This is an optimization exercise on Yosys and OpenROAD, whose aim is a short achievable clock period and few clock cycles, not a production implementation.
Only simulation tests tie the RTL to the original design; equivalence was not proved.
Power is estimated from default activity; no workload was simulated.

==> design/flow/design.v <==
`timescale 1ns/1ps
`default_nettype none
package mips_pkg;
  typedef logic [31:0] word_t;       
  typedef logic [4:0]  reg_addr_t;   
  localparam int c_write_reg   = 13;
  localparam int c_write_mem   = 12;
  localparam int c_alu_or_mem  = 11;
  localparam int c_mem_partial = 10;
  localparam int c_mem_op_hi   = 9;
  localparam int c_mem_op_lo   = 8;
  localparam int c_alu_src_b   = 7;
  localparam int c_alu_op_hi   = 6;
  localparam int c_alu_op_lo   = 3;
  localparam int c_reg_dst     = 2;
  localparam int c_imm_ext_hi  = 1;
  localparam int c_imm_ext_lo  = 0;
endpackage
`default_nettype wire
`timescale 1ns/1ps
`default_nettype none
module ks_adder #(
  parameter bit SUB = 1'b0
) (
  input  logic [31:0] a,
  input  logic [31:0] b,
  output logic [31:0] sum,
  output logic        cout
);
  logic [31:0] bb;
  logic [31:0] p0;
  logic [31:0] g [0:5];
  logic [31:0] p [0:5];
  assign bb = SUB ? ~b : b;
  assign p0 = a ^ bb;
  always_comb begin
    g[0] = a & bb;
    if (SUB) g[0][0] = a[0] | bb[0];   
    p[0] = p0;
    for (int l = 1; l <= 5; l++) begin
      for (int i = 0; i < 32; i++) begin
        if (i >= (1 << (l - 1))) begin
          g[l][i] = g[l-1][i] | (p[l-1][i] & g[l-1][i - (1 << (l - 1))]);
          p[l][i] = p[l-1][i] & p[l-1][i - (1 << (l - 1))];
        end else begin
          g[l][i] = g[l-1][i];
          p[l][i] = p[l-1][i];
        end
      end
    end
  end
  assign sum  = p0 ^ {g[5][30:0], SUB};
  assign cout = g[5][31];
endmodule
module alu (
  input  logic        op_slt,
  input  logic        op_sltu,
  input  logic [3:0]  tt,          
  input  logic        sr_arith,
  input  logic [31:0] a,
  input  logic [31:0] b,
  input  logic [4:0]  shamt,
  output logic [31:0] sum,
  output logic [31:0] diff,
  output logic [31:0] lg,
  output logic        lt,          
  output logic [31:0] shl,
  output logic [31:0] shr
);
  logic c_add;
  logic c_sub;                     
  logic lt_signed;
  ks_adder #(.SUB(1'b0)) add_unit (.a, .b, .sum (sum),  .cout (c_add));
  ks_adder #(.SUB(1'b1)) sub_unit (.a, .b, .sum (diff), .cout (c_sub));
  always_comb begin
    for (int i = 0; i < 32; i++) lg[i] = tt[{a[i], b[i]}];
  end
  assign lt_signed = (a[31] ^ b[31]) ? a[31] : !c_sub;
  assign lt        = (op_slt & lt_signed) | (op_sltu & !c_sub);
  assign shl = b << shamt;
  assign shr = $signed({sr_arith & b[31], b}) >>> shamt;
endmodule
module result_pick (
  input  logic [5:0]  sel,         
  input  logic [31:0] sum,
  input  logic [31:0] diff,
  input  logic [31:0] lg,
  input  logic        lt,
  input  logic [31:0] shl,
  input  logic [31:0] shr,
  input  logic        other_sel,
  input  logic [31:0] other,
  input  logic        hold_sel,
  input  logic [31:0] hold,
  output logic [31:0] result
);
  assign result = ({32{sel[5]}} & sum)
                | ({32{sel[4]}} & diff)
                | ({32{sel[3]}} & lg)
                | {31'd0, sel[2] & lt}
                | ({32{sel[1]}} & shl)
                | ({32{sel[0]}} & shr)
                | ({32{other_sel}} & other)
                | ({32{hold_sel}} & hold);
endmodule
`default_nettype wire
`timescale 1ns/1ps
`default_nettype none
module regfile (
  input  logic        clk,
  input  logic [4:0]  wr_addr,    
  input  logic [31:0] wr_data,
  input  logic [4:0]  rd_addr_1,
  input  logic [4:0]  rd_addr_2,
  output logic [31:0] rd_data_1,
  output logic [31:0] rd_data_2
);
  logic [31:0] regs [1:31];
  always_ff @(posedge clk) begin
    if (wr_addr != 5'd0) begin
      regs[wr_addr] <= wr_data;
    end
  end
  assign rd_data_1 = (rd_addr_1 == 5'd0) ? 32'd0 : regs[rd_addr_1];
  assign rd_data_2 = (rd_addr_2 == 5'd0) ? 32'd0 : regs[rd_addr_2];
endmodule
module hold_reg #(
  parameter int W = 1
) (
  input  logic         clk,
  input  logic         en,
  input  logic [W-1:0] d,
  output logic [W-1:0] q
);
  always_ff @(posedge clk) begin
    q <= ({W{en}} & d) | ({W{!en}} & q);
  end
endmodule
module hold_reg_r #(
  parameter int W = 1
) (
  input  logic         clk,
  input  logic         rst_n,
  input  logic         en,
  input  logic [W-1:0] d,
  output logic [W-1:0] q
);
  always_ff @(posedge clk) begin
    if (!rst_n) begin
      q <= '0;
    end else begin
      q <= ({W{en}} & d) | ({W{!en}} & q);
    end
  end
endmodule
`default_nettype wire
`timescale 1ns/1ps
`default_nettype none
module fetch_stage (
  input  logic        clk,
  input  logic        rst_n,
  input  logic        run,
  input  logic        stall,
  output logic [29:0] inst_mem_addr,
  input  logic [31:0] inst_mem_data,
  output logic [31:0] ir              
);
  logic [29:0] pc;        
  logic        advance;
  assign advance       = run && !stall;   
  assign inst_mem_addr = pc;
  hold_reg_r #(.W(30)) pc_r (.clk, .rst_n, .en (advance), .d (pc + 30'd1),   .q (pc));
  hold_reg_r #(.W(32)) ir_r (.clk, .rst_n, .en (advance), .d (inst_mem_data), .q (ir));
endmodule
`default_nettype wire
`timescale 1ns/1ps
`default_nettype none
module decode_stage (
  input  logic        clk,
  input  logic        rst_n,
  input  logic        run,
  input  logic [31:0] ir,
  input  logic [13:0] ctrl,
  output logic [5:0]  opcode,
  output logic [5:0]  fcode,
  input  logic [4:0]  m_dst,       
  input  logic [31:0] m_value,     
  input  logic [4:0]  w_dst,       
  input  logic [31:0] w_value,
  output logic        stall,
  output logic [4:0]  e_dst,
  output logic        e_is_load,
  output logic        e_is_store,
  output logic        e_partial,
  output logic [1:0]  e_mem_op,
  output logic [11:0] e_sel,       
  output logic [4:0]  e_shamt,
  output logic        e_fsd_ld,    
  output logic [31:0] d_a,
  output logic [31:0] d_b,
  output logic [31:0] d_sd,
  output logic        d_fa,
  output logic        d_fb,
  output logic        d_fsd
);
  logic [4:0]  rs, rt, rd;
  logic [15:0] imm;
  logic        c_write_reg, c_write_mem, c_alu_or_mem, c_alu_src_b, c_reg_dst;
  logic [3:0]  c_alu_op;
  logic [1:0]  c_imm_ext;
  logic [31:0] rf_1, rf_2;
  logic [31:0] rv_1, rv_2;
  logic [31:0] imm_ext;
  logic [4:0]  dst;
  logic        active;
  logic        uses_rs, uses_rt;
  logic        e_hit_rs, e_hit_rt;
  logic [11:0] sel;
  logic [3:0]  tt;
  assign opcode = ir[31:26];
  assign fcode  = ir[5:0];
  assign rs     = ir[25:21];
  assign rt     = ir[20:16];
  assign rd     = ir[15:11];
  assign imm    = ir[15:0];
  assign c_write_reg  = ctrl[mips_pkg::c_write_reg];
  assign c_write_mem  = ctrl[mips_pkg::c_write_mem];
  assign c_alu_or_mem = ctrl[mips_pkg::c_alu_or_mem];
  assign c_alu_src_b  = ctrl[mips_pkg::c_alu_src_b];
  assign c_alu_op     = ctrl[mips_pkg::c_alu_op_hi:mips_pkg::c_alu_op_lo];
  assign c_reg_dst    = ctrl[mips_pkg::c_reg_dst];
  assign c_imm_ext    = ctrl[mips_pkg::c_imm_ext_hi:mips_pkg::c_imm_ext_lo];
  regfile rf_unit (
    .clk,
    .wr_addr   (w_dst),
    .wr_data   (w_value),
    .rd_addr_1 (rs),
    .rd_addr_2 (rt),
    .rd_data_1 (rf_1),
    .rd_data_2 (rf_2)
  );
  assign rv_1 = (rs != 5'd0 && rs == m_dst) ? m_value :
                (rs != 5'd0 && rs == w_dst) ? w_value : rf_1;
  assign rv_2 = (rt != 5'd0 && rt == m_dst) ? m_value :
                (rt != 5'd0 && rt == w_dst) ? w_value : rf_2;
  always_comb begin
    case (c_imm_ext)
      2'd1:    imm_ext = {16'h0000, imm};
      2'd2:    imm_ext = {imm, 16'h0000};         
      default: imm_ext = {{16{imm[15]}}, imm};
    endcase
  end
  assign dst = !c_write_reg ? 5'd0 : c_reg_dst ? rd : rt;
  always_comb begin
    case (c_alu_op)
      4'd2:    tt = 4'b1000;    
      4'd3:    tt = 4'b1110;    
      4'd4:    tt = 4'b0110;    
      default: tt = 4'b0001;    
    endcase
  end
  assign sel = {c_alu_op == 4'd0,
                c_alu_op == 4'd1,
                c_alu_op >= 4'd2 && c_alu_op <= 4'd5,
                tt,
                c_alu_op == 4'd6,
                c_alu_op == 4'd7,
                c_alu_op == 4'd8,
                c_alu_op == 4'd9 || c_alu_op == 4'd10,
                c_alu_op == 4'd10};
  assign active   = c_write_reg || c_write_mem;
  assign uses_rs  = active && !c_alu_op[3];       
  assign uses_rt  = active && !c_alu_src_b;
  assign e_hit_rs = (e_dst != 5'd0) && (rs == e_dst);
  assign e_hit_rt = (e_dst != 5'd0) && (rt == e_dst);
  assign stall    = e_is_load && ((e_hit_rs && uses_rs) || (e_hit_rt && uses_rt));
  assign d_a   = rv_1;
  assign d_b   = c_alu_src_b ? imm_ext : rv_2;
  assign d_sd  = rv_2;
  assign d_fa  = e_hit_rs;
  assign d_fb  = e_hit_rt && !c_alu_src_b;
  assign d_fsd = e_hit_rt;
  hold_reg_r #(.W(7)) e_ctl_r (
    .clk, .rst_n, .en (run),
    .d ({stall ? 5'd0 : dst,
         !stall && c_alu_or_mem && (dst != 5'd0),
         !stall && c_write_mem}),
    .q ({e_dst, e_is_load, e_is_store})
  );
  hold_reg #(.W(21)) e_op_r (
    .clk, .en (run),
    .d ({ctrl[mips_pkg::c_mem_partial],
         ctrl[mips_pkg::c_mem_op_hi:mips_pkg::c_mem_op_lo],
         sel,
         ir[10:6],
         e_hit_rt && e_is_load}),
    .q ({e_partial, e_mem_op, e_sel, e_shamt, e_fsd_ld})
  );
endmodule
`default_nettype wire
`timescale 1ns/1ps
`default_nettype none
module execute_stage (
  input  logic        clk,
  input  logic        rst_n,
  input  logic        run,
  input  logic [4:0]  e_dst,
  input  logic        e_is_load,
  input  logic        e_is_store,
  input  logic        e_partial,
  input  logic [1:0]  e_mem_op,
  input  logic [11:0] e_sel,
  input  logic [4:0]  e_shamt,
  input  logic        e_fsd_ld,
  input  logic [31:0] d_a,
  input  logic [31:0] d_b,
  input  logic [31:0] d_sd,
  input  logic        d_fa,
  input  logic        d_fb,
  input  logic        d_fsd,
  input  logic [31:0] m_value,      
  output logic [4:0]  m_dst,
  output logic        m_is_load,
  output logic        m_is_store,
  output logic [31:0] m_result,
  output logic [3:0]  m_be,
  output logic [31:0] m_wdata,
  output logic [14:0] m_vsel        
);
  logic [31:0] e_a;
  logic [31:0] e_b;
  logic [31:0] e_sd;
  logic [31:0] sd;
  logic [31:0] sum, diff, lg, shl, shr;
  logic        lt;
  logic [5:0]  sel;                  
  logic [31:0] e_a_d, e_b_d, e_sd_d, m_result_d;
  logic [1:0]  lo;                   
  logic        byte_op, half_op, word_op, sgn, ld;
  logic [3:0]  be;
  logic [31:0] wdata;
  logic [14:0] vsel;
  assign sel = {e_sel[11], e_sel[10], e_sel[9], 1'b1, e_sel[2], e_sel[1]};
  alu alu_unit (
    .op_slt   (e_sel[4]),
    .op_sltu  (e_sel[3]),
    .tt       (e_sel[8:5]),
    .sr_arith (e_sel[0]),
    .a        (e_a),
    .b        (e_b),
    .shamt    (e_shamt),
    .sum, .diff, .lg, .lt, .shl, .shr
  );
  result_pick pick_a (
    .sel (sel & {6{run && d_fa}}), .sum, .diff, .lg, .lt, .shl, .shr,
    .other_sel (run && !d_fa), .other (d_a),
    .hold_sel (!run), .hold (e_a), .result (e_a_d)
  );
  result_pick pick_b (
    .sel (sel & {6{run && d_fb}}), .sum, .diff, .lg, .lt, .shl, .shr,
    .other_sel (run && !d_fb), .other (d_b),
    .hold_sel (!run), .hold (e_b), .result (e_b_d)
  );
  result_pick pick_sd (
    .sel (sel & {6{run && d_fsd}}), .sum, .diff, .lg, .lt, .shl, .shr,
    .other_sel (run && !d_fsd), .other (d_sd),
    .hold_sel (!run), .hold (e_sd), .result (e_sd_d)
  );
  result_pick pick_m (
    .sel (sel & {6{run}}), .sum, .diff, .lg, .lt, .shl, .shr,
    .other_sel (1'b0), .other (32'd0),
    .hold_sel (!run), .hold (m_result), .result (m_result_d)
  );
  always_ff @(posedge clk) begin
    e_a      <= e_a_d;
    e_b      <= e_b_d;
    e_sd     <= e_sd_d;
    m_result <= m_result_d;
  end
  assign lo      = e_a[1:0] + e_b[1:0];
  assign word_op = !e_partial;
  assign byte_op = e_partial && !e_mem_op[0];
  assign half_op = e_partial && e_mem_op[0];
  assign sgn     = e_mem_op[1];
  assign ld      = e_is_load;
  assign sd = e_fsd_ld ? m_value : e_sd;
  always_comb begin
    be    = 4'b1111;
    wdata = sd;
    if (byte_op) begin
      be    = 4'b0001 << lo;
      wdata = {4{sd[7:0]}};
    end else if (half_op) begin
      be    = lo[1] ? 4'b1100 : 4'b0011;
      wdata = {2{sd[15:0]}};
    end
  end
  assign vsel = {
    !ld,                                                         
    ld && (word_op || (byte_op && lo == 2'd0) || (half_op && !lo[1])),  
    ld && byte_op && lo == 2'd1,                                 
    ld && ((byte_op && lo == 2'd2) || (half_op && lo[1])),       
    ld && byte_op && lo == 2'd3,                                 
    ld && (word_op || (half_op && !lo[1])),                      
    ld && half_op && lo[1],                                      
    ld && byte_op && sgn,                                        
    ld && word_op,                                               
    ld && e_partial && sgn,                                      
    byte_op && lo == 2'd0,                                       
    (byte_op && lo == 2'd1) || (half_op && !lo[1]),              
    byte_op && lo == 2'd2,                                       
    (byte_op && lo == 2'd3) || (half_op && lo[1]),               
    1'b0
  };
  hold_reg_r #(.W(7)) m_ctl_r (
    .clk, .rst_n, .en (run),
    .d ({e_dst, e_is_load, e_is_store}),
    .q ({m_dst, m_is_load, m_is_store})
  );
  hold_reg #(.W(51)) m_mem_r (
    .clk, .en (run),
    .d ({be, wdata, vsel}),
    .q ({m_be, m_wdata, m_vsel})
  );
endmodule
`default_nettype wire
`timescale 1ns/1ps
`default_nettype none
module memory_stage (
  input  logic        clk,
  input  logic        rst_n,
  input  logic        run,
  input  logic [4:0]  m_dst,
  input  logic        m_is_store,
  input  logic [31:0] m_result,
  input  logic [3:0]  m_be,
  input  logic [31:0] m_wdata,
  input  logic [14:0] m_vsel,
  output logic        data_mem_we,
  output logic [3:0]  data_mem_be,
  output logic [29:0] data_mem_addr,
  output logic [31:0] data_mem_wdata,
  input  logic [31:0] data_mem_rdata,
  output logic [31:0] m_value,      
  output logic [4:0]  w_dst,
  output logic [31:0] w_value
);
  logic [31:0] r;
  logic        sign;
  assign data_mem_we    = run && m_is_store;   
  assign data_mem_be    = m_be;
  assign data_mem_addr  = m_result[31:2];
  assign data_mem_wdata = m_wdata;
  assign r    = data_mem_rdata;
  assign sign = (m_vsel[4] & r[7]) | (m_vsel[3] & r[15]) | (m_vsel[2] & r[23]) | (m_vsel[1] & r[31]);
  assign m_value[7:0]   = ({8{m_vsel[14]}} & m_result[7:0])
                        | ({8{m_vsel[13]}} & r[7:0])
                        | ({8{m_vsel[12]}} & r[15:8])
                        | ({8{m_vsel[11]}} & r[23:16])
                        | ({8{m_vsel[10]}} & r[31:24]);
  assign m_value[15:8]  = ({8{m_vsel[14]}} & m_result[15:8])
                        | ({8{m_vsel[9]}}  & r[15:8])
                        | ({8{m_vsel[8]}}  & r[31:24])
                        | {8{m_vsel[7] & sign}};
  assign m_value[31:16] = ({16{m_vsel[14]}} & m_result[31:16])
                        | ({16{m_vsel[6]}}  & r[31:16])
                        | {16{m_vsel[5] & sign}};
  hold_reg_r #(.W(5)) w_dst_r (.clk, .rst_n, .en (run), .d (m_dst), .q (w_dst));
  hold_reg #(.W(32)) w_value_r (.clk, .en (run), .d (m_value), .q (w_value));
endmodule
`default_nettype wire
`timescale 1ns/1ps
`default_nettype none
module mips_datapath (
  input  logic             clk,
  input  logic             rst_n,
  input  logic             run,
  output logic [29:0]      inst_mem_addr,
  input  logic [31:0]      inst_mem_data,
  output logic [5:0]       opcode,
  output logic [5:0]       fcode,
  input  logic [13:0]      ctrl,
  output logic             data_mem_we,
  output logic [3:0]       data_mem_be,
  output logic [29:0]      data_mem_addr,
  output logic [31:0]      data_mem_wdata,
  input  logic [31:0]      data_mem_rdata
);
  logic [31:0] ir;
  logic        stall;
  logic [4:0]  e_dst;
  logic        e_is_load, e_is_store, e_partial;
  logic [1:0]  e_mem_op;
  logic [11:0] e_sel;
  logic [4:0]  e_shamt;
  logic        e_fsd_ld;
  logic [31:0] d_a, d_b, d_sd;
  logic        d_fa, d_fb, d_fsd;
  logic [4:0]  m_dst;
  logic        m_is_load, m_is_store;
  logic [31:0] m_result;
  logic [3:0]  m_be;
  logic [31:0] m_wdata;
  logic [14:0] m_vsel;
  logic [31:0] m_value;
  logic [4:0]  w_dst;
  logic [31:0] w_value;
  fetch_stage fetch_unit (
    .clk, .rst_n, .run, .stall,
    .inst_mem_addr, .inst_mem_data, .ir
  );
  decode_stage decode_unit (
    .clk, .rst_n, .run, .ir, .ctrl, .opcode, .fcode,
    .m_dst, .m_value, .w_dst, .w_value, .stall,
    .e_dst, .e_is_load, .e_is_store, .e_partial, .e_mem_op, .e_sel, .e_shamt, .e_fsd_ld,
    .d_a, .d_b, .d_sd, .d_fa, .d_fb, .d_fsd
  );
  execute_stage execute_unit (
    .clk, .rst_n, .run,
    .e_dst, .e_is_load, .e_is_store, .e_partial, .e_mem_op, .e_sel, .e_shamt, .e_fsd_ld,
    .d_a, .d_b, .d_sd, .d_fa, .d_fb, .d_fsd, .m_value,
    .m_dst, .m_is_load, .m_is_store, .m_result, .m_be, .m_wdata, .m_vsel
  );
  memory_stage memory_unit (
    .clk, .rst_n, .run,
    .m_dst, .m_is_store, .m_result, .m_be, .m_wdata, .m_vsel,
    .data_mem_we, .data_mem_be, .data_mem_addr, .data_mem_wdata, .data_mem_rdata,
    .m_value, .w_dst, .w_value
  );
endmodule
`default_nettype wire
==> design/flow/run.sh <==
#!/bin/bash
# synth_recipe.tcl (not shown) runs the flow's synth.tcl, then flattens the netlist and writes it again
# the make line also repeats each setting of config.mk as NAME=value (left out here)
make -C /OpenROAD-flow-scripts/flow DESIGN_CONFIG=/design/flow/config.mk WORK_HOME=/design/flow/orfs CLKGATE_MAP_FILE= SYNTH_SCRIPT=/design/flow/synth_recipe.tcl finish
==> design/flow/config.mk <==
export PLATFORM = sky130hd
export DESIGN_NAME = mips_datapath
export DESIGN_NICKNAME = mips_datapath
export VERILOG_FILES = /design/flow/design.v
export SDC_FILE = /design/flow/constraint.sdc
export NUM_CORES = 4
export LEC_CHECK = 0
export CAP_MARGIN = 20
export CORE_MARGIN = 2
export CORE_UTILIZATION = 40
export SETUP_SLACK_MARGIN = 3.3
export SLEW_MARGIN = 20
export TNS_END_PERCENT = 100
==> design/flow/constraint.sdc <==
create_clock -name core_clock -period 6.0 [get_ports {clk}]
set_input_delay 1.2000 -clock core_clock [delete_from_list [all_inputs] [get_ports {clk}]]
set_output_delay 1.2000 -clock core_clock [all_outputs]
set_load 0.01 [all_outputs]
==> results of run 1 <==
-- through the flow --
stage	setup slack [ps]	hold slack [ps]	utilization	cells	instance area [um^2]
3_3_place_gp	1590	436	0.427	7025	73100
6_report	2590	454	0.502	7712	85900
5_1_grt	2540	481	0.501	7709	85900
3_5_place_dp	1610	440	0.427	7033	73300
2_1_floorplan	2340	419	-	4893	69700
4_1_cts	2580	454	0.489	7590	83900
-- cell families after synthesis --
family | after synthesis | synth area share
flip-flops | 1302 | 0.538
XOR/XNOR | 74 | 0.00941
multiplexers | 843 | 0.232
adder cells (fa/ha/maj) | 68 | 0.0126
buffers and inverters | 624 | 0.0424
AO/OA/AOI/OAI | 1072 | 0.106
AND/OR/NAND/NOR | 910 | 0.0595
-- routing by layer --
layer | vias up | track usage | wire (um)
met5 | - | 0 | 8
met4 | 2 | 0.169 | 18700
met3 | 714 | 0.0577 | 27200
met2 | 3349 | 0.472 | 124000
met1 | 25900 | 0.373 | 93900
li1 | 20400 | - | -
-- worst register-to-register path: stages, from the launching register on --
cell,delay [ps]
dfxtp_4,370
buf_6,130
ha_4,150
fa_2,360
nor2b_4,150
o221ai_4,170
a31oi_4,140
a211oi_4,180
buf_6,160
o31ai_4,110
a2111o_1,500
a221oi_2,280
xor2_1,140
a21oi_4,280
o221ai_2,120
-- path summary, 6_finish.rpt --
check                          endpoint  slack (ps)  cells after the start             startpoint
setup / recovery   execute_unit.e_b[30]        2590                     14    execute_unit.e_a[0]
hold / removal    execute_unit.e_sd[14]         450                      2  execute_unit.e_sd[14]
setup reg to reg   execute_unit.e_b[30]        2590                     14    execute_unit.e_a[0]
hold reg to reg   execute_unit.e_sd[14]         450                      2  execute_unit.e_sd[14]
-- synth_stat cells, types with 14 or more instances --
cell / number
a221oi_1: 30
o21bai_1: 15
buf_1: 35
a21oi_1: 248
a21o_1: 24
a21boi_0: 25
buf_4: 102
o22ai_1: 32
nand3_1: 35
buf_2: 85
mux2i_1: 202
nor3_1: 39
o21ai_0: 199
a222oi_1: 26
nand2_1: 315
o211ai_1: 37
o221ai_1: 52
nor4_1: 14
xnor2_1: 42
nor2_1: 322
and2_1: 47
mux4_2: 598
a221o_1: 42
o21ai_1: 30
inv_1: 125
dfxtp_1: 208
clkbuf_1: 259
a31oi_1: 22
xor2_1: 32
and3_1: 26
a22oi_1: 57
edfxtp_1: 1094
nor2b_1: 40
o31ai_1: 14
mux2_2: 42
a211oi_1: 97
ha_1: 66
a21boi_1: 15
-- layout make-up --
cell class                      count  area, um^2
Timing Repair inverter              1        7.51
Antenna cell                        4        10.0
Fill cell                       14300       85400
Sequential cell                  1302       37300
Inverter                          131         528
Clock inverter                     73         688
Multi-Input combinational cell   2969       32300
Clock buffer                      178        3700
Tap cell                         2310        2890
Timing Repair Buffer              744        8540
-- what timing repair did --
item,CTS,global route
endpoints found under the setup margin,709,191
buffers inserted,260,98
gates cloned,46,4
gates resized for setup,906,223
pin swaps,169,130
-- power by group through the flow --
stage          registers [uW]  clock network (uW)  logic (uW)
6_report                11600                8450        8900
3_3_place_gp            11900                   0        6120
4_1_cts                 11700                8520        7830
3_5_place_dp            11800                   0        6150
2_1_floorplan           11100                   0        4460
5_1_grt                 11600                8850        9270
==> impl_metrics.csv, run 1 <==
group,metric,value,unit
outcome,run_status,"complete, no violations",
route,firstDrtPassIters,8,
global_routing,pin_count_of_the_biggest_net_entering_global_routing,100,
yosys,synthesis.yosys.warnings,17,
global_routing,globalRoute.totalOverflow,0,
layout,syn2layout_area_growth,24.8,%
global_routing,grt_pass1_wl,367000,um
yosys,synth-seq-cells,1302,
cts,post_cts_hold_buffer_count,0,
floorplan,floorplan.core_area,0.171,mm^2
worst_setup_path,critical_path.max_stage_delay,490,ps
power,power.internal,19200,uW
placement,globalplace.congestion,0.989,
floorplan,chipHeight,419,um
worst_setup_path,cp.arrival,4040,ps
floorplan,die_x,419,um
yosys,syn_area,0.0688,mm^2
layout,layout.cells.most_common,"edfxtp_1",
route,route.detailed.wl_per_inst,34.2,um
route,post_drt_via_cell_ratio,6.53,
cts,cts_inserted_buffers,138,
layout,layout_common_cells,"edfxtp_1 (1094), mux4_2 (598), buf_4 (319)",
layout,fin_nets,5436,
placement,count_of_buffers_inserted_at_the_top_level_ports,189,
global_routing,globalRouteTotalUtil,0.294,
yosys,yosys.area.top_type_share,0.477,
global_routing,antenna_found_initial,10,
cts,cts_tree,"built",
power,clock_power_share,0.292,
power,switching_share,0.337,
timing,fin_setup_tns,0,ps
yosys,yosysTopAreaCell,"edfxtp_1",
timing,skew,25.3,ps
power,switch_pwr,9760,uW
yosys,synthTopCellsByArea,"edfxtp_1 (48%), mux4_2 (20%), dfxtp_1 (6.0%)",
route,via_count,50300,
floorplan,core.rowCount,152,
min_path,hold_path.class,"flip-flop to flip-flop",
placement,detailed_place_hpwl,157000,um
worst_setup_path,startpoint_type,"flip-flop",
floorplan,effective_utilization_at_floorplan,0.402,
power,share_seq_of_total_power,0.400,
cts,clock_tree.htree_level_count,4,
worst_setup_path,worst-endpoint-required,6630,ps
route,detail-route-antenna-nets,0,
worst_setup_path,critical_path_class,"flip-flop to flip-flop",
cts,cts_root_buf,"clkbuf_16",
timing,timing.max_slew.rel_slack,0.256,
yosys,async_reset_ff_frac,0,
flow_run,drv.max_cap_violation_count,0,
worst_setup_path,cpMaxStageDelayCell,"a2111o_1",
worst_setup_path,crit_buf_inv,2,
yosys,synth.avg_cell_area,14.1,um^2
timing,final_hold_violation_count,0,
floorplan,floorplan.io_pins,190,
route,first_iter_violations,7356,
floorplan,die_area,0.175,mm^2
layout,drive_gt1_frac,0.374,
worst_setup_path,cp_cell_sequence,"buf_6, ha_4, fa_2, nor2b_4, o221ai_4, a31oi_4, a211oi_4, buf_6, o31ai_4, a2111o_1, a221oi_2, xor2_1, a21oi_4, o221ai_2",
timing,timing.final.crit_share,0.568,
power,p_per_area,337,mW/mm^2
timing,fmaxAchievable,0.294,GHz
route,drt_wl_total,264000,um
power,irDropWorstVdd,0.291,mV
power,p_comb_frac,0.308,
global_routing,grt_pass1_vias,48400,
worst_setup_path,critical_path.top_delay_family,"compound AO/OA/AOI/OAI gates",
yosys,ys_types,101,
timing,crit_path_time_final,3410,ps
yosys,ys.flop_type,"edfxtp_1",
timing,final-setup-viol-count,0,
yosys,number_of_flops_mapped_to_enable_cells_by_yosys,1094,
timing,grt_setup_unrepaired,"yes",
power,power,28900,uW
yosys,postSynthCellCount,4893,
yosys,synthesis.nets,5042,
cts,clock_insertion_delay_at_the_later_pin_of_the_skew_report,800,ps
route,number_of_drc_violations_after_detailed_routing,0,
cts,clock-sinks,1302,
power,leakagePower,0.0282,uW
worst_setup_path,critical_path.endpoint_type,"flip-flop",
worst_setup_path,crit_path_max_fanout,5,
yosys,synth-seq-area-share,0.538,
worst_setup_path,critPathMostFrequentCell,"buf_6",
timing,slew_violations,0,
cts,clk_transition_reported_paths,70,ps
timing,worst_pin_slew,1110,ps
cts,cts_buffer_depth,3,
Testbench counts, summed over its fixed seeds: cycles 138,825.
==> inputs of run 2 (changes only) <==
--- a/design/flow/design.v
+++ b/design/flow/design.v
@@ -70,8 +70,9 @@
   logic c_add;
   logic c_sub;                     
   logic lt_signed;
-  ks_adder #(.SUB(1'b0)) add_unit (.a, .b, .sum (sum),  .cout (c_add));
-  ks_adder #(.SUB(1'b1)) sub_unit (.a, .b, .sum (diff), .cout (c_sub));
+  assign sum           = a + b;
+  assign diff          = a - b;
+  assign c_sub         = !(a < b);
   always_comb begin
     for (int i = 0; i < 32; i++) lg[i] = tt[{a[i], b[i]}];
   end
==> run 2 against run 1 <==
Effect of this change:
- power grew 5.4%
- setup slack lost 10 ps
- synthesized cell count grew 1.5%
- register-to-register slack is essentially flat
- clock skew grew 39 ps
- critical path type unchanged
- critical endpoint is now execute_unit.e_sd[17]
- largest power group unchanged
==> impl_metrics.csv, run 2 <==
group,metric,value,unit
outcome,run_status,"complete, no violations",
yosys,postSynthCellCount,4965,
yosys,yosys.area.top_type_share,0.474,
yosys,combinational_family_with_the_most_area_after_synthesis,"multiplexers",
timing,fmaxAchievable,0.293,GHz
yosys,synth-seq-cells,1302,
placement,placement.setup.worst_slack,1710,ps
timing,timing.max_slew.rel_slack,0.186,
route,via_count,52200,
route,firstDrtPassIters,12,
cts,cts_tree,"built",
yosys,synth.avg_cell_area,13.9,um^2
timing,final-setup-viol-count,0,
layout,layout_common_cells,"edfxtp_1 (1094), mux4_2 (605), buf_4 (376)",
cts,cts_buffer_depth,3,
worst_setup_path,critical_path.max_stage_delay,550,ps
timing,skew,64.8,ps
route,route.detailed.wl_per_inst,36.0,um
layout,layout.cells.non_filler,7879,
placement,detailed_place.area,0.0740,mm^2
layout,drive_gt1_frac,0.405,
cts,clk_transition_reported_paths,60,ps
timing,timing.final.crit_share,0.569,
yosys,ys_top_cells_by_count,"edfxtp_1 (1094), mux4_2 (605), nand2_1 (329), a21oi_1 (284), nor2_1 (275)",
layout,fin_nets,5591,
floorplan,floorplan.core_area,0.172,mm^2
placement,placedCellCount,7148,
global_routing,pin_count_of_the_biggest_net_entering_global_routing,82,
yosys,number_of_flops_mapped_to_enable_cells_by_yosys,1094,
floorplan,die_area,0.176,mm^2
global_routing,grt_pass1_vias,50300,
layout,filler_cell_count,14100,
yosys,post_synth_and_or_nand_nor_area_fraction,0.0631,
timing,fin_setup_tns,0,ps
global_routing,grt_pass1_wl,390000,um
global_routing,antenna_found_initial,17,
worst_setup_path,crit_path_max_fanout,6,
worst_setup_path,critical_path.endpoint_type,"flip-flop",
yosys,yosysMostFrequentCell,"edfxtp_1",
timing,grt_setup_unrepaired,"yes",
global_routing,globalRouteTotalUtil,0.315,
cts,cts_inserted_buffers,142,
floorplan,core.rowCount,152,
timing,crit_path_time_final,3420,ps
floorplan,effective_utilization_at_floorplan,0.403,
yosys,synthesis.nets,5114,
yosys,synth-seq-area-share,0.535,
route,first_iter_violations,6871,
placement,count_of_buffers_inserted_at_the_top_level_ports,189,
cts,clock_insertion_delay_at_the_later_pin_of_the_skew_report,830,ps
yosys,ys.flop_type,"edfxtp_1",
yosys,async_reset_ff_frac,0,
yosys,synthTopCellsByArea,"edfxtp_1 (47%), mux4_2 (20%), dfxtp_1 (6.0%)",
cts,clock-sinks,1302,
timing,worst_pin_slew,1220,ps
layout,syn2layout_area_growth,27.6,%
worst_setup_path,cpMaxStageDelayCell,"a221oi_4",
flow_run,drv.max_cap_violation_count,0,
yosys,synthAdderAreaFrac,0.0125,
layout,layout.cell_area.non_filler,0.0883,mm^2
global_routing,globalRoute.totalOverflow,0,
timing,slew_violations,0,
placement,globalplace.congestion,1.06,
floorplan,chipHeight,420,um
worst_setup_path,critical_path_class,"flip-flop to flip-flop",
min_path,hold_path.class,"flip-flop to flip-flop",
power,p_per_area,345,mW/mm^2
layout,layout.cells.most_common,"edfxtp_1",
route,post_drt_via_cell_ratio,6.63,
yosys,area_fraction_in_compound_gates_after_synthesis,0.107,
worst_setup_path,startpoint_type,"flip-flop",
floorplan,die_x,420,um
yosys,mux_cell_area_share_after_synthesis,0.235,
power,irDropWorstVdd,0.235,mV
timing,worst_slack,2580,ps
cts,cts_root_buf,"clkbuf_16",
route,drt_wl_total,283000,um
placement,detailed_place_hpwl,174000,um
cts,clock_tree.htree_level_count,4,
yosys,syn_area,0.0692,mm^2
yosys,synthesis.yosys.warnings,11,
yosys,ys_types,93,
worst_setup_path,cp_cell_sequence,"buf_6, buf_12, buf_8, mux4_2, nor2_4, nor2_2, mux2_4, o21ai_2, o211ai_1, a221oi_4, nor2_1, a221o_1",
yosys,synth-xor-area-share,0.00999,
worst_setup_path,worst-endpoint-required,6690,ps
floorplan,floorplan.io_pins,190,
power,leakagePower,0.0291,uW
route,detail-route-antenna-nets,0,
timing,final_hold_violation_count,0,
worst_setup_path,reg2reg_setup_slack,2580,ps
layout,finish.utilization,0.514,
worst_setup_path,cp.arrival,4110,ps
route,number_of_drc_violations_after_detailed_routing,0,
yosys,yosysTopAreaCell,"edfxtp_1",
[run 2: final timing paths]
kind	from	to	cells after the start
worst max register to register	flip-flop	execute_unit.e_sd[17]	12
worst min register to register	execute_unit.e_sd[7]	execute_unit.e_sd[7]	2
worst max-delay path	flip-flop	execute_unit.e_sd[17]	12
worst min-delay path	execute_unit.e_sd[7]	execute_unit.e_sd[7]	2
[run 2: layer usage]
| metal | wire [um] | global-route usage | up-vias |
|---|---|---|---|
| li1 | - | - | 20900 |
| met1 | 98300 | 0.383 | 26900 |
| met2 | 131000 | 0.497 | 3472 |
| met3 | 29000 | 0.0708 | 914 |
| met4 | 24800 | 0.224 | 8 |
| met5 | 47 | 0 | - |
[run 2: kinds of logic (layout without fill, tap and decap cells)]
family | Yosys count | in the layout
AO/OA/AOI/OAI | 1112 | 1112
XOR/XNOR | 79 | 79
adder cells (fa/ha/maj) | 68 | 68
buffers and inverters | 593 | 1185
flip-flops | 1302 | 1302
multiplexers | 861 | 861
other | 0 | 10
AND/OR/NAND/NOR | 950 | 952
[run 2: stage by stage]
step	total power, uW	hold WS, ps
after floorplan	15600	419
after global placement	18500	437
after detailed placement	18500	441
after CTS	29300	448
after global routing	31200	455
final	30500	447
[run 2: power breakdown]
part	internal (uW)	switching [uW]	total [uW]
Combinational	4190	5840	10000
Sequential	10600	930	11500
Clock	5010	3920	8930
Total	19800	10700	30500
[run 2: timing repair]
action / CTS / global route
pin swaps: 181 / 202
gates resized for setup: 1080 / 369
hold buffers: 0 / 0
setup endpoints to repair: 771 / 259
cloned: 36 / 9
setup buffers: 301 / 98
[run 2: area by class of cell]
| class | instances | area (um^2) | area share |
|---|---|---|---|
| diodes | 10 | 25.0 | 0.000283 |
| clock buffers | 178 | 3740 | 0.0424 |
| clock inverters | 83 | 960 | 0.0109 |
| inverters | 109 | 478 | 0.00541 |
| multi-input cells | 3072 | 33700 | 0.381 |
| flip-flops and latches | 1302 | 37300 | 0.422 |
| well taps | 2310 | 2890 | 0.0327 |
| repair buffers | 815 | 9220 | 0.104 |
[run 2: worst max-delay path: cells and delay by family, from the launching register on]
kind / cells / cell delay (ps)
flip-flops: 1 / 370
AND/OR/NAND/NOR: 3 / 320
multiplexers: 2 / 740
buffers and inverters: 3 / 390
AO/OA/AOI/OAI: 4 / 1450
Testbench counts of run 2, summed over its fixed seeds: cycles 138,825.
==> inputs of run 3 (changes only) <==
--- a/design/flow/design.v
+++ b/design/flow/design.v
@@ -67,12 +67,10 @@
   output logic [31:0] shl,
   output logic [31:0] shr
 );
-  logic c_add;
   logic c_sub;                     
   logic lt_signed;
   assign sum           = a + b;
-  assign diff          = a - b;
-  assign c_sub         = !(a < b);
+  assign {c_sub, diff} = {1'b0, a} + {1'b0, ~b} + 33'd1;
   always_comb begin
     for (int i = 0; i < 32; i++) lg[i] = tt[{a[i], b[i]}];
   end
@@ -196,7 +194,6 @@
   output logic [1:0]  e_mem_op,
   output logic [11:0] e_sel,       
   output logic [4:0]  e_shamt,
-  output logic        e_fsd_ld,    
   output logic [31:0] d_a,
   output logic [31:0] d_b,
   output logic [31:0] d_sd,
@@ -288,14 +285,13 @@
          !stall && c_write_mem}),
     .q ({e_dst, e_is_load, e_is_store})
   );
-  hold_reg #(.W(21)) e_op_r (
+  hold_reg #(.W(20)) e_op_r (
     .clk, .en (run),
     .d ({ctrl[mips_pkg::c_mem_partial],
          ctrl[mips_pkg::c_mem_op_hi:mips_pkg::c_mem_op_lo],
          sel,
-         ir[10:6],
-         e_hit_rt && e_is_load}),
-    .q ({e_partial, e_mem_op, e_sel, e_shamt, e_fsd_ld})
+         ir[10:6]}),
+    .q ({e_partial, e_mem_op, e_sel, e_shamt})
   );
 endmodule
 `default_nettype wire
@@ -312,7 +308,6 @@
   input  logic [1:0]  e_mem_op,
   input  logic [11:0] e_sel,
   input  logic [4:0]  e_shamt,
-  input  logic        e_fsd_ld,
   input  logic [31:0] d_a,
   input  logic [31:0] d_b,
   input  logic [31:0] d_sd,
@@ -335,7 +330,8 @@
   logic [31:0] sum, diff, lg, shl, shr;
   logic        lt;
   logic [5:0]  sel;                  
-  logic [31:0] e_a_d, e_b_d, e_sd_d, m_result_d;
+  logic [31:0] e_a_d, e_b_d, m_result_d;
+  logic        e_fsd;
   logic [1:0]  lo;                   
   logic        byte_op, half_op, word_op, sgn, ld;
   logic [3:0]  be;
@@ -362,11 +358,8 @@
     .other_sel (run && !d_fb), .other (d_b),
     .hold_sel (!run), .hold (e_b), .result (e_b_d)
   );
-  result_pick pick_sd (
-    .sel (sel & {6{run && d_fsd}}), .sum, .diff, .lg, .lt, .shl, .shr,
-    .other_sel (run && !d_fsd), .other (d_sd),
-    .hold_sel (!run), .hold (e_sd), .result (e_sd_d)
-  );
+  hold_reg #(.W(32)) e_sd_r (.clk, .en (run), .d (d_sd), .q (e_sd));
+  hold_reg #(.W(1))  e_fsd_r (.clk, .en (run), .d (d_fsd), .q (e_fsd));
   result_pick pick_m (
     .sel (sel & {6{run}}), .sum, .diff, .lg, .lt, .shl, .shr,
     .other_sel (1'b0), .other (32'd0),
@@ -375,7 +368,6 @@
   always_ff @(posedge clk) begin
     e_a      <= e_a_d;
     e_b      <= e_b_d;
-    e_sd     <= e_sd_d;
     m_result <= m_result_d;
   end
   assign lo      = e_a[1:0] + e_b[1:0];
@@ -384,7 +376,7 @@
   assign half_op = e_partial && e_mem_op[0];
   assign sgn     = e_mem_op[1];
   assign ld      = e_is_load;
-  assign sd = e_fsd_ld ? m_value : e_sd;
+  assign sd = e_fsd ? m_value : e_sd;
   always_comb begin
     be    = 4'b1111;
     wdata = sd;
@@ -494,7 +486,6 @@
   logic [1:0]  e_mem_op;
   logic [11:0] e_sel;
   logic [4:0]  e_shamt;
-  logic        e_fsd_ld;
   logic [31:0] d_a, d_b, d_sd;
   logic        d_fa, d_fb, d_fsd;
   logic [4:0]  m_dst;
@@ -513,12 +504,12 @@
   decode_stage decode_unit (
     .clk, .rst_n, .run, .ir, .ctrl, .opcode, .fcode,
     .m_dst, .m_value, .w_dst, .w_value, .stall,
-    .e_dst, .e_is_load, .e_is_store, .e_partial, .e_mem_op, .e_sel, .e_shamt, .e_fsd_ld,
+    .e_dst, .e_is_load, .e_is_store, .e_partial, .e_mem_op, .e_sel, .e_shamt,
     .d_a, .d_b, .d_sd, .d_fa, .d_fb, .d_fsd
   );
   execute_stage execute_unit (
     .clk, .rst_n, .run,
-    .e_dst, .e_is_load, .e_is_store, .e_partial, .e_mem_op, .e_sel, .e_shamt, .e_fsd_ld,
+    .e_dst, .e_is_load, .e_is_store, .e_partial, .e_mem_op, .e_sel, .e_shamt,
     .d_a, .d_b, .d_sd, .d_fa, .d_fb, .d_fsd, .m_value,
     .m_dst, .m_is_load, .m_is_store, .m_result, .m_be, .m_wdata, .m_vsel
   );
==> run 3 against run 2 <==
Effect of this change:
- still clean
- global-route usage is 0.92 points lower
- clock-buffer cell count is 1 lower
- worst hold slack better by 17 ps
==> impl_metrics.csv, run 3 <==
group,metric,value,unit
outcome,run_status,"complete, no violations",
worst_setup_path,critPathLaunch,"data_mem_rdata[26]",
min_path,hold_path.class,"flip-flop to flip-flop",
power,power.internal,19600,uW
floorplan,floorplan.io_pins,190,
timing,timing.max_slew.rel_slack,0.165,
layout,filler_cell_count,14100,
timing,fmaxAchievable,0.289,GHz
power,switch_pwr,10200,uW
worst_setup_path,timing.rr.start,"execute_unit.e_a[0]",
timing,final_hold_violation_count,0,
route,route.detailed.wl_per_inst,35.5,um
layout,syn2layout_area_growth,26.8,%
yosys,ys_top_cells_by_count,"edfxtp_1 (1126), mux4_2 (581), nor2_1 (316), a21oi_1 (313), nand2_1 (292)",
power,clock_power_share,0.298,
timing,crit_path_time_final,3460,ps
route,number_of_drc_violations_after_detailed_routing,0,
global_routing,grt_pass1_vias,49600,
timing,final-setup-viol-count,0,
yosys,synth-seq-cells,1302,
global_routing,pin_count_of_the_biggest_net_entering_global_routing,89,
floorplan,die_x,420,um
worst_setup_path,crit_path_max_fanout,3,
worst_setup_path,critical_path.endpoint_type,"flip-flop",
layout,drive_gt1_frac,0.385,
yosys,synthesis.yosys.warnings,12,
route,firstDrtPassIters,10,
layout,layout.cells.most_common,"edfxtp_1",
cts,post_cts_hold_buffer_count,0,
route,via_count,51900,
layout,fin_nets,5558,
worst_setup_path,worst-endpoint-required,6590,ps
cts,clock_tree.htree_level_count,4,
layout,layout_common_cells,"edfxtp_1 (1126), mux4_2 (581), buf_4 (341)",
worst_setup_path,critical_path_class,"input pin to flip-flop",
route,post_drt_via_cell_ratio,6.62,
power,power,29800,uW
timing,timing.final.crit_share,0.577,
power,leakagePower,0.0289,uW
power,irDropWorstVdd,0.310,mV
cts,cts_buffer_depth,3,
global_routing,grt_pass1_wl,380000,um
yosys,yosysTopAreaCell,"edfxtp_1",
route,detail-route-antenna-nets,0,
yosys,yosys.area.top_type_share,0.488,
timing,skew,27.3,ps
yosys,synth.avg_cell_area,14.1,um^2
global_routing,antenna_found_initial,15,
yosys,ys_types,104,
flow_run,drv.max_cap_violation_count,0,
yosys,synthesis.nets,5078,
floorplan,core.rowCount,152,
timing,fin_setup_tns,0,ps
layout,finish.utilization,0.511,
yosys,ys.flop_type,"edfxtp_1",
global_routing,globalRoute.totalOverflow,0,
cts,clock_insertion_delay_at_the_later_pin_of_the_skew_report,810,ps
yosys,postSynthCellCount,4929,
worst_setup_path,reg2regPathDepth,15,
placement,placement.setup.worst_slack,1460,ps
timing,grt_setup_unrepaired,"yes",
cts,cts_inserted_buffers,143,
timing,worst_slack,2540,ps
yosys,number_of_flops_mapped_to_enable_cells_by_yosys,1126,
yosys,syn_area,0.0693,mm^2
worst_setup_path,cp.arrival,4050,ps
cts,cts_root_buf,"clkbuf_16",
power,switching_share,0.341,
global_routing,globalRouteTotalUtil,0.306,
route,drt_wl_total,279000,um
worst_setup_path,startpoint_type,"input pin",
min_path,min_path_cells,2,
cts,cts_tree,"built",
placement,globalplace.congestion,1.04,
cts,clock-sinks,1302,
power,share_seq_of_total_power,0.387,
floorplan,chipHeight,420,um
yosys,async_reset_ff_frac,0,
timing,worst_pin_slew,1250,ps
floorplan,die_area,0.177,mm^2
power,p_comb_frac,0.316,
yosys,synthTopCellsByArea,"edfxtp_1 (49%), mux4_2 (19%), dfxtp_1 (5.1%)",
yosys,synth-seq-area-share,0.539,
yosys,yosysMostFrequentCell,"edfxtp_1",
floorplan,effective_utilization_at_floorplan,0.403,
floorplan,floorplan.core_area,0.172,mm^2
placement,count_of_buffers_inserted_at_the_top_level_ports,189,
route,first_iter_violations,7826,
timing,slew_violations,0,
power,p_per_area,339,mW/mm^2
placement,detailed_place_hpwl,162000,um
cts,clk_transition_reported_paths,60,ps
==> run 3: what timing repair did <==
action,4_1_cts,5_1_grt
setup endpoints to repair,624,312
pin swaps,179,153
gates resized for setup,969,279
buffers inserted,262,143
cloned,53,16
==> run 3: layout make-up <==
| type | instances | area [um^2] | share of cell area |
|---|---|---|---|
| inverter | 109 | 447 | 0.00508 |
| tap | 2310 | 2890 | 0.0329 |
| clock buffer | 177 | 3800 | 0.0432 |
| clock inverter | 85 | 835 | 0.00949 |
| sequential | 1302 | 37600 | 0.428 |
| timing repair buffer | 801 | 9470 | 0.108 |
| antenna | 3 | 7.51 | 0.0000854 |
| multi-input combinational | 3051 | 32800 | 0.374 |
| timing repair inverter | 1 | 5.00 | 0.0000569 |
==> run 3: cell families after synthesis <==
kind of cell	after synthesis	synth area share
buffers and inverters	585	0.0403
muxes	859	0.230
DFF	1302	0.539
xor gates and xnor gates	83	0.0105
and+or+nand+nor	931	0.0616
AOI/OAI and AO/OA	1101	0.106
adders and majority gates	68	0.0125
==> run 3: path summary, 6_finish.rpt <==
| kind | end | slack, ps |
|---|---|---|
| min reg2reg | flip-flop | 460 |
| max | execute_unit.e_a[2] | 2540 |
| min | flip-flop | 460 |
| max reg2reg | execute_unit.e_b[16] | 2730 |
==> run 3: power groups by stage <==
stage	registers [uW]	logic, uW	clock network [uW]
final	11500	9410	8870
after global routing	11500	9720	9270
after CTS	11600	8130	8920
after detailed placement	11800	6390	0
after global placement	11800	6380	0
after floorplan	11100	4430	0
==> run 3: through the flow <==
stage	cell area [um^2]	instances	hold WS (ps)
floorplan	69800	4929	431
global placement	73500	7082	453
detailed placement	73500	7084	461
CTS	85000	7661	467
global route	87900	7837	478
finish	87900	7839	465
==> run 3: layer usage <==
| metal | up-vias | global-route usage | wire (um) |
|---|---|---|---|
| met2 | 3808 | 0.481 | 128000 |
| met1 | 26300 | 0.371 | 95200 |
| met4 | 8 | 0.200 | 23600 |
| met3 | 1044 | 0.0848 | 32200 |
| li1 | 20700 | - | - |
| met5 | - | 0 | 61 |
==> run 3: critical path: stages <==
cell	delay, ps
clkdlybuf4s50_1	530
a222oi_1	420
nand2_1	420
o211ai_1	1110
o221ai_1	340
Testbench counts of run 3, summed over its fixed seeds: cycles 138,825.
==> inputs of run 4 (changes only) <==
--- a/design/flow/design.v
+++ b/design/flow/design.v
@@ -102,6 +102,35 @@
                 | ({32{other_sel}} & other)
                 | ({32{hold_sel}} & hold);
 endmodule
+module result_pick3 (
+  input  logic [5:0]  sel,
+  input  logic [31:0] sum,
+  input  logic [31:0] diff,
+  input  logic [31:0] lg,
+  input  logic        lt,
+  input  logic [31:0] shl,
+  input  logic [31:0] shr,
+  input  logic        o1_sel,
+  input  logic [31:0] o1,
+  input  logic        o2_sel,
+  input  logic [31:0] o2,
+  input  logic        o3_sel,
+  input  logic [31:0] o3,
+  input  logic        hold_sel,
+  input  logic [31:0] hold,
+  output logic [31:0] result
+);
+  assign result = ({32{sel[5]}} & sum)
+                | ({32{sel[4]}} & diff)
+                | ({32{sel[3]}} & lg)
+                | {31'd0, sel[2] & lt}
+                | ({32{sel[1]}} & shl)
+                | ({32{sel[0]}} & shr)
+                | ({32{o1_sel}} & o1)
+                | ({32{o2_sel}} & o2)
+                | ({32{o3_sel}} & o3)
+                | ({32{hold_sel}} & hold);
+endmodule
 `default_nettype wire
 `timescale 1ns/1ps
 `default_nettype none
@@ -183,6 +212,7 @@
   output logic [5:0]  opcode,
   output logic [5:0]  fcode,
   input  logic [4:0]  m_dst,       
+  input  logic        m_late,      
   input  logic [31:0] m_value,     
   input  logic [4:0]  w_dst,       
   input  logic [31:0] w_value,
@@ -194,6 +224,8 @@
   output logic [1:0]  e_mem_op,
   output logic [11:0] e_sel,       
   output logic [4:0]  e_shamt,
+  output logic        e_late,      
+  output logic [4:0]  e_lsrc,      
   output logic [31:0] d_a,
   output logic [31:0] d_b,
   output logic [31:0] d_sd,
@@ -213,6 +245,8 @@
   logic        active;
   logic        uses_rs, uses_rt;
   logic        e_hit_rs, e_hit_rt;
+  logic        m_hit_rs, m_hit_rt;
+  logic        is_alu, e_slow, a_m, a_w, b_m, b_w, sd_w, late;
   logic [11:0] sel;
   logic [3:0]  tt;
   assign opcode = ir[31:26];
@@ -269,21 +303,36 @@
   assign active   = c_write_reg || c_write_mem;
   assign uses_rs  = active && !c_alu_op[3];       
   assign uses_rt  = active && !c_alu_src_b;
+  assign is_alu   = c_write_reg && !c_alu_or_mem && !c_write_mem;
   assign e_hit_rs = (e_dst != 5'd0) && (rs == e_dst);
   assign e_hit_rt = (e_dst != 5'd0) && (rt == e_dst);
-  assign stall    = e_is_load && ((e_hit_rs && uses_rs) || (e_hit_rt && uses_rt));
+  assign m_hit_rs = (m_dst != 5'd0) && (rs == m_dst);
+  assign m_hit_rt = (m_dst != 5'd0) && (rt == m_dst);
+  assign e_slow   = e_is_load || e_late;
+  assign a_m      = uses_rs && e_hit_rs && e_slow;
+  assign a_w      = uses_rs && !e_hit_rs && m_hit_rs && m_late;
+  assign b_m      = uses_rt && e_hit_rt && e_slow;
+  assign b_w      = uses_rt && !e_hit_rt && m_hit_rt && m_late;
+  assign sd_w     = c_write_mem && !e_hit_rt && m_hit_rt && m_late;
+  assign late     = is_alu && (a_m || a_w || b_m || b_w);
+  assign stall    = (!is_alu && (a_m || a_w || b_m || b_w)) ||
+                    (c_write_mem && e_hit_rt && e_late);
   assign d_a   = rv_1;
   assign d_b   = c_alu_src_b ? imm_ext : rv_2;
   assign d_sd  = rv_2;
   assign d_fa  = e_hit_rs;
   assign d_fb  = e_hit_rt && !c_alu_src_b;
   assign d_fsd = e_hit_rt;
-  hold_reg_r #(.W(7)) e_ctl_r (
+  hold_reg_r #(.W(8)) e_ctl_r (
     .clk, .rst_n, .en (run),
     .d ({stall ? 5'd0 : dst,
          !stall && c_alu_or_mem && (dst != 5'd0),
-         !stall && c_write_mem}),
-    .q ({e_dst, e_is_load, e_is_store})
+         !stall && c_write_mem,
+         !stall && late}),
+    .q ({e_dst, e_is_load, e_is_store, e_late})
+  );
+  hold_reg #(.W(5)) e_lsrc_r (
+    .clk, .en (run), .d ({a_m, a_w, b_m, b_w, sd_w}), .q (e_lsrc)
   );
   hold_reg #(.W(20)) e_op_r (
     .clk, .en (run),
@@ -308,6 +357,8 @@
   input  logic [1:0]  e_mem_op,
   input  logic [11:0] e_sel,
   input  logic [4:0]  e_shamt,
+  input  logic        e_late,
+  input  logic [4:0]  e_lsrc,       
   input  logic [31:0] d_a,
   input  logic [31:0] d_b,
   input  logic [31:0] d_sd,
@@ -315,13 +366,21 @@
   input  logic        d_fb,
   input  logic        d_fsd,
   input  logic [31:0] m_value,      
+  input  logic [31:0] w_value,      
+  input  logic [31:0] l_sum, l_diff, l_lg, l_shl, l_shr,
+  input  logic        l_lt,
   output logic [4:0]  m_dst,
   output logic        m_is_load,
   output logic        m_is_store,
   output logic [31:0] m_result,
   output logic [3:0]  m_be,
   output logic [31:0] m_wdata,
-  output logic [14:0] m_vsel        
+  output logic [14:0] m_vsel,       
+  output logic        m_late,
+  output logic [31:0] m_a,          
+  output logic [31:0] m_b,
+  output logic [11:0] m_sel,
+  output logic [4:0]  m_shamt
 );
   logic [31:0] e_a;
   logic [31:0] e_b;
@@ -332,6 +391,9 @@
   logic [5:0]  sel;                  
   logic [31:0] e_a_d, e_b_d, m_result_d;
   logic        e_fsd;
+  logic        a_m, a_w, b_m, b_w, sd_w;
+  logic [5:0]  l_sel;                
+  logic [31:0] m_a_d, m_b_d;
   logic [1:0]  lo;                   
   logic        byte_op, half_op, word_op, sgn, ld;
   logic [3:0]  be;
@@ -376,7 +438,7 @@
   assign half_op = e_partial && e_mem_op[0];
   assign sgn     = e_mem_op[1];
   assign ld      = e_is_load;
-  assign sd = e_fsd ? m_value : e_sd;
+  assign sd = e_fsd ? m_value : sd_w ? w_value : e_sd;
   always_comb begin
     be    = 4'b1111;
     wdata = sd;
@@ -405,11 +467,36 @@
     (byte_op && lo == 2'd3) || (half_op && lo[1]),               
     1'b0
   };
-  hold_reg_r #(.W(7)) m_ctl_r (
+  hold_reg_r #(.W(8)) m_ctl_r (
     .clk, .rst_n, .en (run),
-    .d ({e_dst, e_is_load, e_is_store}),
-    .q ({m_dst, m_is_load, m_is_store})
+    .d ({e_dst, e_is_load, e_is_store, e_late}),
+    .q ({m_dst, m_is_load, m_is_store, m_late})
+  );
+  hold_reg #(.W(17)) m_op_r (
+    .clk, .en (run), .d ({e_sel, e_shamt}), .q ({m_sel, m_shamt})
+  );
+  assign {a_m, a_w, b_m, b_w, sd_w} = e_lsrc;
+  assign l_sel = {m_sel[11], m_sel[10], m_sel[9], 1'b1, m_sel[2], m_sel[1]};
+  result_pick3 pick_la (
+    .sel (l_sel & {6{run && a_m && m_late}}),
+    .sum (l_sum), .diff (l_diff), .lg (l_lg), .lt (l_lt), .shl (l_shl), .shr (l_shr),
+    .o1_sel (run && a_m && !m_late), .o1 (m_value),
+    .o2_sel (run && a_w),            .o2 (w_value),
+    .o3_sel (run && !a_m && !a_w),   .o3 (e_a),
+    .hold_sel (!run), .hold (m_a), .result (m_a_d)
+  );
+  result_pick3 pick_lb (
+    .sel (l_sel & {6{run && b_m && m_late}}),
+    .sum (l_sum), .diff (l_diff), .lg (l_lg), .lt (l_lt), .shl (l_shl), .shr (l_shr),
+    .o1_sel (run && b_m && !m_late), .o1 (m_value),
+    .o2_sel (run && b_w),            .o2 (w_value),
+    .o3_sel (run && !b_m && !b_w),   .o3 (e_b),
+    .hold_sel (!run), .hold (m_b), .result (m_b_d)
   );
+  always_ff @(posedge clk) begin
+    m_a <= m_a_d;
+    m_b <= m_b_d;
+  end
   hold_reg #(.W(51)) m_mem_r (
     .clk, .en (run),
     .d ({be, wdata, vsel}),
@@ -429,6 +516,13 @@
   input  logic [3:0]  m_be,
   input  logic [31:0] m_wdata,
   input  logic [14:0] m_vsel,
+  input  logic        m_late,
+  input  logic [31:0] m_a,
+  input  logic [31:0] m_b,
+  input  logic [11:0] m_sel,
+  input  logic [4:0]  m_shamt,
+  output logic [31:0] l_sum, l_diff, l_lg, l_shl, l_shr,
+  output logic        l_lt,
   output logic        data_mem_we,
   output logic [3:0]  data_mem_be,
   output logic [29:0] data_mem_addr,
@@ -459,7 +553,28 @@
                         | ({16{m_vsel[6]}}  & r[31:16])
                         | {16{m_vsel[5] & sign}};
   hold_reg_r #(.W(5)) w_dst_r (.clk, .rst_n, .en (run), .d (m_dst), .q (w_dst));
-  hold_reg #(.W(32)) w_value_r (.clk, .en (run), .d (m_value), .q (w_value));
+  logic [5:0]  l_sel;
+  logic [31:0] w_value_d;
+  assign l_sel = {m_sel[11], m_sel[10], m_sel[9], 1'b1, m_sel[2], m_sel[1]};
+  alu late_alu_unit (
+    .op_slt   (m_sel[4]),
+    .op_sltu  (m_sel[3]),
+    .tt       (m_sel[8:5]),
+    .sr_arith (m_sel[0]),
+    .a        (m_a),
+    .b        (m_b),
+    .shamt    (m_shamt),
+    .sum (l_sum), .diff (l_diff), .lg (l_lg), .lt (l_lt), .shl (l_shl), .shr (l_shr)
+  );
+  result_pick pick_w (
+    .sel (l_sel & {6{run && m_late}}),
+    .sum (l_sum), .diff (l_diff), .lg (l_lg), .lt (l_lt), .shl (l_shl), .shr (l_shr),
+    .other_sel (run && !m_late), .other (m_value),
+    .hold_sel (!run), .hold (w_value), .result (w_value_d)
+  );
+  always_ff @(posedge clk) begin
+    w_value <= w_value_d;
+  end
 endmodule
 `default_nettype wire
 `timescale 1ns/1ps
@@ -497,25 +612,36 @@
   logic [31:0] m_value;
   logic [4:0]  w_dst;
   logic [31:0] w_value;
+  logic        e_late, m_late;
+  logic [4:0]  e_lsrc;
+  logic [31:0] m_a, m_b;
+  logic [11:0] m_sel;
+  logic [4:0]  m_shamt;
+  logic [31:0] l_sum, l_diff, l_lg, l_shl, l_shr;
+  logic        l_lt;
   fetch_stage fetch_unit (
     .clk, .rst_n, .run, .stall,
     .inst_mem_addr, .inst_mem_data, .ir
   );
   decode_stage decode_unit (
     .clk, .rst_n, .run, .ir, .ctrl, .opcode, .fcode,
-    .m_dst, .m_value, .w_dst, .w_value, .stall,
-    .e_dst, .e_is_load, .e_is_store, .e_partial, .e_mem_op, .e_sel, .e_shamt,
+    .m_dst, .m_late, .m_value, .w_dst, .w_value, .stall,
+    .e_dst, .e_is_load, .e_is_store, .e_partial, .e_mem_op, .e_sel, .e_shamt, .e_late, .e_lsrc,
     .d_a, .d_b, .d_sd, .d_fa, .d_fb, .d_fsd
   );
   execute_stage execute_unit (
     .clk, .rst_n, .run,
-    .e_dst, .e_is_load, .e_is_store, .e_partial, .e_mem_op, .e_sel, .e_shamt,
-    .d_a, .d_b, .d_sd, .d_fa, .d_fb, .d_fsd, .m_value,
+    .e_dst, .e_is_load, .e_is_store, .e_partial, .e_mem_op, .e_sel, .e_shamt, .e_late, .e_lsrc,
+    .d_a, .d_b, .d_sd, .d_fa, .d_fb, .d_fsd, .m_value, .w_value,
+    .l_sum, .l_diff, .l_lg, .l_shl, .l_shr, .l_lt,
+    .m_late, .m_a, .m_b, .m_sel, .m_shamt,
     .m_dst, .m_is_load, .m_is_store, .m_result, .m_be, .m_wdata, .m_vsel
   );
   memory_stage memory_unit (
     .clk, .rst_n, .run,
     .m_dst, .m_is_store, .m_result, .m_be, .m_wdata, .m_vsel,
+    .m_late, .m_a, .m_b, .m_sel, .m_shamt,
+    .l_sum, .l_diff, .l_lg, .l_shl, .l_shr, .l_lt,
     .data_mem_we, .data_mem_be, .data_mem_addr, .data_mem_wdata, .data_mem_rdata,
     .m_value, .w_dst, .w_value
   );
==> run 4 against run 3 <==
Effect of this change:
- combinational power up 92%
- worst hold slack worse by 8.0 ps
- clock skew up 60 ps
- register-to-register slack worse by 70 ps
- largest cell class is now multi-input combinational cells
==> impl_metrics.csv, run 4 <==
group,metric,value,unit
outcome,run_status,"complete, no violations",
yosys,yosysTopAreaCell,"edfxtp_1",
yosys,post_synth_and_or_nand_nor_area_fraction,0.0851,
floorplan,die_area,0.209,mm^2
cts,clk_transition_reported_paths,70,ps
layout,syn2layout_area_growth,30.5,%
cts,clock-sinks,1389,
yosys,synthAdderAreaFrac,0.0206,
timing,fin_setup_tns,0,ps
timing,fmaxAchievable,0.300,GHz
yosys,area_fraction_in_compound_gates_after_synthesis,0.142,
power,power.internal,24800,uW
power,switching_share,0.400,
timing,grt_setup_unrepaired,"yes",
worst_setup_path,critical_path_class,"flip-flop to flip-flop",
global_routing,grt_pass1_vias,66200,
cts,cts_root_buf,"clkbuf_16",
min_path,hold_path.class,"flip-flop to flip-flop",
power,leakagePower,0.0364,uW
yosys,synth-seq-cells,1389,
global_routing,pin_count_of_the_biggest_net_entering_global_routing,83,
route,number_of_drc_violations_after_detailed_routing,0,
flow_run,drv.max_cap_violation_count,0,
yosys,synthesis.yosys.warnings,15,
timing,final-setup-viol-count,0,
global_routing,globalRouteTotalUtil,0.351,
global_routing,grt_pass1_wl,521000,um
cts,cts_buffer_depth,3,
route,firstDrtPassIters,10,
route,first_iter_violations,10800,
floorplan,chipHeight,457,um
floorplan,floorplan.core_area,0.204,mm^2
timing,slew_violations,0,
cts,clock_tree.htree_level_count,4,
floorplan,die_x,457,um
yosys,combinational_family_with_the_most_area_after_synthesis,"multiplexers",
worst_setup_path,worst-endpoint-required,6700,ps
yosys,ys_top_cells_by_count,"edfxtp_1 (1115), mux4_2 (634), nor2_1 (583), a21oi_1 (501), nand2_1 (449)",
route,route.detailed.wl_per_inst,36.9,um
power,clock_power_share,0.245,
cts,cts_inserted_buffers,157,
yosys,number_of_flops_mapped_to_enable_cells_by_yosys,1115,
placement,count_of_buffers_inserted_at_the_top_level_ports,189,
layout,layout_common_cells,"edfxtp_1 (1115), mux4_2 (634), buf_4 (569)",
yosys,synth-xor-area-share,0.0132,
power,irDropWorstVdd,0.306,mV
yosys,synthTopCellsByArea,"edfxtp_1 (41%), mux4_2 (17%), dfxtp_1 (6.7%)",
yosys,synth.avg_cell_area,12.1,um^2
worst_setup_path,critical_path.max_stage_delay,390,ps
route,post_drt_via_cell_ratio,6.81,
cts,clock_insertion_delay_at_the_later_pin_of_the_skew_report,870,ps
timing,worst_slack,2660,ps
floorplan,core.rowCount,166,
yosys,syn_area,0.0820,mm^2
yosys,synthesis.nets,7003,
cts,cts_tree,"built",
timing,final_hold_violation_count,0,
worst_setup_path,cp.arrival,4040,ps
power,p_per_area,385,mW/mm^2
worst_setup_path,critical_path.endpoint_type,"flip-flop",
power,switch_pwr,16500,uW
power,share_seq_of_total_power,0.316,
yosys,postSynthCellCount,6789,
global_routing,globalRoute.totalOverflow,0,
worst_setup_path,reg2reg_setup_slack,2660,ps
worst_setup_path,startpoint_type,"flip-flop",
layout,drive_gt1_frac,0.401,
yosys,ys.flop_type,"edfxtp_1",
worst_setup_path,crit_path_max_fanout,3,
worst_setup_path,crit_buf_inv,2,
layout,fin_nets,7597,
timing,worst_pin_slew,1210,ps
worst_setup_path,cp_cell_sequence,"buf_6, fa_2, nor2b_4, o211ai_1, buf_4, a211oi_4, o21a_2, or3_4, a31oi_4, xnor2_2, a221oi_2, o21ai_2, a221o_1",
power,p_comb_frac,0.440,
yosys,yosys.area.top_type_share,0.408,
power,power,41200,uW
route,detail-route-antenna-nets,0,
timing,skew,87.0,ps
worst_setup_path,critical_path.top_delay_family,"compound AO/OA/AOI/OAI gates",
layout,layout.cells.most_common,"edfxtp_1",
global_routing,antenna_found_initial,18,
placement,globalplace.congestion,1.03,
timing,crit_path_time_final,3340,ps
yosys,async_reset_ff_frac,0,
route,drt_wl_total,377000,um
floorplan,floorplan.io_pins,190,
route,via_count,69500,
yosys,yosysMostFrequentCell,"edfxtp_1",
worst_setup_path,cpMaxStageDelayCell,"fa_2",
floorplan,effective_utilization_at_floorplan,0.402,
yosys,synth-seq-area-share,0.475,
timing,timing.final.crit_share,0.556,
placement,detailed_place_hpwl,235000,um
yosys,ys_types,99,
placement,placement.setup.worst_slack,1270,ps
timing,timing.max_slew.rel_slack,0.186,
yosys,mux_cell_area_share_after_synthesis,0.216,
[run 4: routing by layer]
layer	track usage	share of wire
met2	0.535	0.44
met1	0.430	0.35
met5	0	0.00014
met3	0.0952	0.12
met4	0.254	0.096
[run 4: repair_timing]
item,in CTS,in global routing
gates cloned,50,4
resized for setup,1661,409
hold buffers,0,0
buffers inserted,468,176
pin swaps,372,305
setup endpoints to repair,692,350
hold endpoints to repair,0,0
[run 4: area by class of cell]
class / count / area (um^2)
diodes: 13 / 32.5
clock buffers: 198 / 4210
clock inverters: 91 / 1110
fillers: 17100 / 97100
inverters: 202 / 843
multi-input cells: 4520 / 45800
flip-flops and latches: 1389 / 39400
well taps: 2688 / 3360
repair buffers: 1113 / 12400
[run 4: kinds of logic (layout without fill, tap and decap cells)]
group | after synthesis | in the layout
other | 0 | 13
buffers and inverters | 880 | 1604
multiplexers | 970 | 970
XOR/XNOR | 124 | 124
adder cells (fa/ha/maj) | 133 | 133
flip-flops | 1389 | 1389
AND/OR/NAND/NOR | 1552 | 1552
AO/OA/AOI/OAI | 1741 | 1741
[run 4: power by group through the flow]
stage,logic [uW],clock network (uW),registers [uW]
after global placement,12300,0,13200
after detailed placement,12400,0,13200
after CTS,16200,10100,12900
after global routing,18600,10500,13000
final,18100,10100,13000
after floorplan,7660,0,12900
[run 4: final timing paths]
check                                    startpoint  cells after the start                    to
worst min-delay path                      flip-flop                      2             flip-flop
worst max register to register  execute_unit.m_b[1]                     13  execute_unit.m_a[24]
worst max-delay path            execute_unit.m_b[1]                     13  execute_unit.m_a[24]
worst min register to register            flip-flop                      2             flip-flop
[run 4: worst reg2reg max path, delay by kind of cell (launching register included)]
kind | cells | cell delay (ps)
AOI/OAI and AO/OA | 7 | 1460
xor gates and xnor gates | 1 | 150
adders and majority gates | 1 | 390
buffers and inverters | 2 | 310
DFF | 1 | 380
and+or+nand+nor | 2 | 520
[run 4: stage by stage]
stage,utilization,instance area [um^2],instances,hold WS [ps]
final,0.525,107000,10200,457
after global routing,0.524,107000,10200,476
after CTS,0.509,104000,10000,460
after detailed placement,0.427,87100,9214,444
after global placement,0.426,87100,9211,437
after floorplan,-,83300,6789,421
Testbench counts of run 4, summed over its fixed seeds: cycles 135,911.

==> re-timing with driven ports <==
No port has a modelled driver above. Below, the same layouts with a new extraction and two added sets of constraints. Step 1 sets driving cells, clkbuf_16 on the clock port and buf_2 on the other inputs (assumed; they add their load-dependent delay and slew). Step 2 also shifts input and output timing later by t, the mid clock arrival at the registers, as if the neighbouring blocks saw the same clock. a / b / c = ideal / step 1 / step 2; a / b = the first two.
| run | shift t [ns] | setup WS [ns] | worst data-port slew with drivers (ns) |
|---|---|---|---|
| run 1 | 0.855 | 2.594 / 2.594 / 1.853 | 0.38 |
| run 2 | 0.875 | 2.584 / 2.584 / 1.908 | 0.22 |
| run 3 | 0.882 | 2.540 / 2.597 / 1.715 | 0.35 |
| run 4 | 0.911 | 2.662 / 2.654 / 1.742 | 0.30 |
After both steps setup and hold are still met in every run listed. For run 4, which loses most, drivers alone change the setup slack by -0.008 ns; drivers and shift together by -0.920 ns.
